Context: an optimization exercise on an open-source flow, tuned for small area, a short achievable clock period and few clock cycles per item. The choices shown serve that exercise and are no tape-out recipe.
Only simulation tests tie the RTL to the original design; equivalence was not proved.
Power and IR drop assume default switching activity.

==> build 12: inputs <==
==> flow/design.v (excerpt) <==
module vliwExecCore #(
	parameter int BUNDLE_DEPTH = 4,
	parameter int COMMIT_CREDITS = 2
) (
	input wire logic clock_i,
	input wire logic reset_i,
	input wire logic bundleValid_i,
	input wire busPkg::bundle_t bundle_i,
	output wire logic bundleCredit_o,
	input wire logic commitCredit_i,
	output wire logic commitValid_o,
	output wire busPkg::commit_t commit_o
);
==> module creditFifo, before the edit <==
module creditFifo #(
	parameter int DEPTH = 4,
	parameter int WIDTH = 1
) (
	input wire logic clock_i,
	input wire logic reset_i,
	input wire logic push_i,
	input wire logic [WIDTH-1:0] item_i,
	input wire logic pop_i,
	output logic [WIDTH-1:0] item_o
);
	localparam int PTR_W = (DEPTH > 1) ? $clog2(DEPTH) : 1;
	logic [WIDTH-1:0] mem [DEPTH];
	logic [PTR_W-1:0] wrPtr;
	logic [DEPTH-1:0] rdHot;
	always_ff @(posedge clock_i)
	begin
		if (push_i)
		begin
			mem[wrPtr] <= item_i;
		end
	end
	always_comb
	begin
		item_o = '0;
		for (int k = 0; k < DEPTH; k++)
		begin
			item_o = item_o | (mem[k] & {WIDTH{rdHot[k]}});
		end
	end
	always_ff @(posedge clock_i)
	begin
		if (reset_i)
		begin
			wrPtr <= '0;
			rdHot <= DEPTH'(1);
		end
		else
		begin
			if (push_i)
			begin
				wrPtr <= (wrPtr == PTR_W'(DEPTH - 1)) ? '0 : wrPtr + 1'b1;
			end
			if (pop_i)
			begin
				rdHot <= {rdHot[DEPTH-2:0], rdHot[DEPTH-1]};
			end
		end
	end
endmodule
==> module arithLane, before the edit <==
module arithLane (
	input wire busPkg::laneOp_t op_i,
	input wire logic kill_i,
	output logic wbValid_o,
	output busPkg::slotHalf_t half_o
);
	logic [15:0] p;
	logic [15:0] s;
	logic isAdd, isSub, isAnd, isOr, isXor, isShl, isShr, isMov;
	logic legalOp;
	logic keep;
	logic [15:0] sx;
	logic [16:0] sumWide;
	logic [15:0] shOut;
	logic [15:0] shRev;
	assign p = op_i.pOperand;
	assign s = op_i.sOperand;
	assign isAdd = op_i.opcode == 7'd1;
	assign isSub = op_i.opcode == 7'd2;
	assign isAnd = op_i.opcode == 7'd3;
	assign isOr = op_i.opcode == 7'd4;
	assign isXor = op_i.opcode == 7'd5;
	assign isShl = op_i.opcode == 7'd6;
	assign isShr = op_i.opcode == 7'd7;
	assign isMov = op_i.opcode == 7'd8;
	assign legalOp = (op_i.opcode != 7'd0) && (op_i.opcode <= 7'd8);
	assign wbValid_o = op_i.isWb && legalOp;
	assign keep = wbValid_o && !kill_i;
	assign sx[7:0] = op_i.opcode[1] ? ~s[7:0] : s[7:0];
	assign sx[15:8] = op_i.opcode[0] ? s[15:8] : ~s[15:8];
	always_comb
	begin
		logic [16:0] g;
		logic [16:0] t;
		g = {p & sx & {16{!op_i.opcode[2]}}, op_i.opcode[1] & !op_i.opcode[2]};
		t = {p ^ sx, 1'b0};
		for (int l = 0; l < 5; l++)
		begin
			logic [16:0] gPrev;
			logic [16:0] tPrev;
			gPrev = g;
			tPrev = t;
			for (int i = 0; i < 17; i++)
			begin
				if (i >= (1 << l))
				begin
					g[i] = gPrev[i] | (tPrev[i] & gPrev[i - (1 << l)]);
					t[i] = tPrev[i] & tPrev[i - (1 << l)];
				end
			end
		end
		sumWide = {g[16], p ^ sx ^ g[15:0]};
	end
	always_comb
	begin
		logic [15:0] r;
		for (int i = 0; i < 16; i++)
		begin
			r[i] = op_i.opcode[0] ? p[i] : p[15-i];
		end
		r = s[3] ? {8'd0, r[15:8]} : r;
		r = s[2] ? {4'd0, r[15:4]} : r;
		r = s[1] ? {2'd0, r[15:2]} : r;
		r = s[0] ? {1'd0, r[15:1]} : r;
		shOut = r;
		for (int i = 0; i < 16; i++)
		begin
			shRev[i] = r[15-i];
		end
	end
	assign half_o.wbAddr = keep ? op_i.wbAddr : 5'd0;
	assign half_o.wbData = ({16{keep && (isAdd || isSub || isXor)}} & sumWide[15:0])
		| ({16{keep && isAnd}} & (p & s))
		| ({16{keep && isOr}} & (p | s))
		| ({16{keep && isMov}} & s)
		| ({16{keep && isShl}} & shRev)
		| ({16{keep && isShr}} & shOut);
	assign half_o.code[1] = keep && (isAdd || isSub) && (sumWide[16] ^ op_i.opcode[1]);
	assign half_o.code[0] = keep && !(isAdd && sumWide[16]);
endmodule
export LEC_CHECK = 0
export CAP_MARGIN = 20
export CORE_MARGIN = 2
export CORE_UTILIZATION = 40
export CTS_BUF_LIST = sky130_fd_sc_hd__clkbuf_4 sky130_fd_sc_hd__clkbuf_8
export GPL_ROUTABILITY_DRIVEN = 0
export SETUP_SLACK_MARGIN = 1.2
export SLEW_MARGIN = 20
create_clock -name core_clock -period 4.0 [get_ports {clock_i}]
standard.sh (not shown) runs the stock make flow with config.mk's settings and CLKGATE_MAP_FILE= SYNTH_SCRIPT=/design/flow/synth_recipe.tcl, a recipe that flattens the netlist after the stock synthesis.
==> flow/flow/run.sh <==
#!/bin/bash
# Standard ORFS layout (the standard.sh, synthesis unchanged), with plain
# buffers on the ports instead of the default delay-cell buffers, plus the
# settings in flow/extra.env. Each tool's full output goes to its own log
# here; ORFS's per-step logs are under orfs/logs/.
set -euo pipefail
export BUFFER_PORTS_ARGS="-buffer_cell sky130_fd_sc_hd__buf_1"
if [[ -f flow/extra.env ]]; then
  set -a
  source flow/extra.env
  set +a
fi
bash standard.sh synth > synth.log 2>&1
bash standard.sh finish > layout.log 2>&1
==> trial 23: changes against build 12 <==
--- a/flow/design.v
+++ b/flow/design.v
@@ -72,8 +72,8 @@
 );
 	localparam int PTR_W = (DEPTH > 1) ? $clog2(DEPTH) : 1;
 	logic [WIDTH-1:0] mem [DEPTH];
+	logic [PTR_W-1:0] rdPtr;
 	logic [PTR_W-1:0] wrPtr;
-	logic [DEPTH-1:0] rdHot;
 	always_ff @(posedge clock_i)
 	begin
 		if (push_i)
@@ -81,20 +81,13 @@
 			mem[wrPtr] <= item_i;
 		end
 	end
-	always_comb
-	begin
-		item_o = '0;
-		for (int k = 0; k < DEPTH; k++)
-		begin
-			item_o = item_o | (mem[k] & {WIDTH{rdHot[k]}});
-		end
-	end
+	assign item_o = mem[rdPtr];
 	always_ff @(posedge clock_i)
 	begin
 		if (reset_i)
 		begin
+			rdPtr <= '0;
 			wrPtr <= '0;
-			rdHot <= DEPTH'(1);
 		end
 		else
 		begin
@@ -104,7 +97,7 @@
 			end
 			if (pop_i)
 			begin
-				rdHot <= {rdHot[DEPTH-2:0], rdHot[DEPTH-1]};
+				rdPtr <= (rdPtr == PTR_W'(DEPTH - 1)) ? '0 : rdPtr + 1'b1;
 			end
 		end
 	end
@@ -124,6 +117,7 @@
 	logic keep;
 	logic [15:0] sx;
 	logic [16:0] sumWide;
+	logic [15:0] shIn;
 	logic [15:0] shOut;
 	logic [15:0] shRev;
 	assign p = op_i.pOperand;
@@ -139,56 +133,32 @@
 	assign legalOp = (op_i.opcode != 7'd0) && (op_i.opcode <= 7'd8);
 	assign wbValid_o = op_i.isWb && legalOp;
 	assign keep = wbValid_o && !kill_i;
-	assign sx[7:0] = op_i.opcode[1] ? ~s[7:0] : s[7:0];
-	assign sx[15:8] = op_i.opcode[0] ? s[15:8] : ~s[15:8];
+	assign sx = isSub ? ~s : s;
+	assign sumWide = {1'b0, p} + {1'b0, sx} + {16'd0, isSub};
 	always_comb
 	begin
-		logic [16:0] g;
-		logic [16:0] t;
-		g = {p & sx & {16{!op_i.opcode[2]}}, op_i.opcode[1] & !op_i.opcode[2]};
-		t = {p ^ sx, 1'b0};
-		for (int l = 0; l < 5; l++)
-		begin
-			logic [16:0] gPrev;
-			logic [16:0] tPrev;
-			gPrev = g;
-			tPrev = t;
-			for (int i = 0; i < 17; i++)
-			begin
-				if (i >= (1 << l))
-				begin
-					g[i] = gPrev[i] | (tPrev[i] & gPrev[i - (1 << l)]);
-					t[i] = tPrev[i] & tPrev[i - (1 << l)];
-				end
-			end
-		end
-		sumWide = {g[16], p ^ sx ^ g[15:0]};
-	end
+		for (int i = 0; i < 16; i++)
+		begin
+			shIn[i] = isShl ? p[15-i] : p[i];
+		end
+	end
+	assign shOut = shIn >> s[3:0];
 	always_comb
 	begin
-		logic [15:0] r;
 		for (int i = 0; i < 16; i++)
 		begin
-			r[i] = op_i.opcode[0] ? p[i] : p[15-i];
-		end
-		r = s[3] ? {8'd0, r[15:8]} : r;
-		r = s[2] ? {4'd0, r[15:4]} : r;
-		r = s[1] ? {2'd0, r[15:2]} : r;
-		r = s[0] ? {1'd0, r[15:1]} : r;
-		shOut = r;
-		for (int i = 0; i < 16; i++)
-		begin
-			shRev[i] = r[15-i];
+			shRev[i] = shOut[15-i];
 		end
 	end
 	assign half_o.wbAddr = keep ? op_i.wbAddr : 5'd0;
-	assign half_o.wbData = ({16{keep && (isAdd || isSub || isXor)}} & sumWide[15:0])
+	assign half_o.wbData = ({16{keep && (isAdd || isSub)}} & sumWide[15:0])
 		| ({16{keep && isAnd}} & (p & s))
 		| ({16{keep && isOr}} & (p | s))
-		| ({16{keep && isMov}} & s)
+		| ({16{keep && isXor}} & (p ^ s))
 		| ({16{keep && isShl}} & shRev)
-		| ({16{keep && isShr}} & shOut);
-	assign half_o.code[1] = keep && (isAdd || isSub) && (sumWide[16] ^ op_i.opcode[1]);
+		| ({16{keep && isShr}} & shOut)
+		| ({16{keep && isMov}} & s);
+	assign half_o.code[1] = keep && ((isAdd && sumWide[16]) || (isSub && !sumWide[16]));
 	assign half_o.code[0] = keep && !(isAdd && sumWide[16]);
 endmodule
 `default_nettype wire
==> flow/run.sh (new file) <==
#!/bin/bash
# synth_recipe.tcl (not shown) runs the flow's synth.tcl, then flattens the netlist and writes it again
# the make line also repeats each setting of config.mk as NAME=value (left out here)
make -C /OpenROAD-flow-scripts/flow DESIGN_CONFIG=/design/flow/config.mk WORK_HOME=/design/flow/orfs CLKGATE_MAP_FILE= SYNTH_SCRIPT=/design/flow/synth_recipe.tcl finish
--- a/flow/config.mk
+++ b/flow/config.mk
@@ -8,7 +8,4 @@
 export CAP_MARGIN = 20
 export CORE_MARGIN = 2
 export CORE_UTILIZATION = 40
-export CTS_BUF_LIST = sky130_fd_sc_hd__clkbuf_4 sky130_fd_sc_hd__clkbuf_8
-export GPL_ROUTABILITY_DRIVEN = 0
-export SETUP_SLACK_MARGIN = 1.2
 export SLEW_MARGIN = 20
removed: flow/flow/run.sh
removed: flow/standard.sh
==> comparison table <==
| quantity | build 12 | trial 23 |
|---|---|---|
| Total power per unit cell area | 373 mW/mm^2 | 343 mW/mm^2 |
| Fraction of synthesized area in multiplexers | 0.0947 | 0.156 |
| Footprint of the multi-input gates | 0.00714 sq mm | 0.00784 sq mm |
| Master of the slowest instance on the critical path | a221o_1 | or4_4 |
| Resized cells post-CTS | 58 | 18 |
| Critical Path Max Stage Delay | 380 ps | 560 ps |
| Largest net degree at the start of global routing | 47 | 25 |
| Clock Skews | 17.1 ps | 7.57 ps |
| Site row count | 64 | 68 |
| Netlist area before placement | 0.0125 sq mm | 0.0140 sq mm |
| Mapped Cells | 1,160 | 1,186 |
| Proportion of cell area occupied by multi-input gates | 0.458 | 0.426 |
| Final worst-path cycle share | 0.725 | 0.985 |
| Net Switching | 2120 uW | 1910 uW |
| Switching share of total power | 0.365 | 0.303 |
| Antenna violations before repair | 0 | 2 |
| Simple-gate area share of the yosys netlist | 0.124 | 0.106 |
| Outcome | no timing/DRC/antenna violations | no timing/DRC/antenna violations |
| Worst IR Drop VDD | 226 uV | 298 uV |
| Hold Worst Slack | 541 ps | 542 ps |
| Global-route wire length before repair | 59,500 microns | 65,100 microns |
Testbench counts of build 12, summed over its fixed seeds: cycles 4,247, items 3,200.
Testbench counts of trial 23, summed over its fixed seeds: cycles 4,247, items 3,200.

==> separate check: timing with driven ports <==
The flow's constraints put no driver on any port. The routed layouts listed below were extracted and timed again, unchanged, in two steps.
Step 1 assumes that a clkbuf_16 drives the clock port and a buf_2 every other input.
Step 2 moves the port delays by t, midway between the first and last clock arrival at a register: inputs arrive t later, outputs are due t later. That takes back most of the time a late clock gives input paths.
Three values: no drivers, after step 1, after step 2; two values: the first two.
run | t, ns | setup WS [ns] | slew at the worst register clock pin (ns) | cell pins on the clock port's net
build 12 | 0.478 | 1.099 / 1.099 / 0.621 | 0.11 / 0.11 | 1
trial 23 | 0.470 | 0.061 / 0.075 / -0.395 | 0.08 / 0.08 | 1
With both steps, setup timing fails in trial 23, where it was met with ideal ports. The setup slack of build 12, which loses most, moves by 0.000 ns with the drivers and by -0.478 ns with both steps.
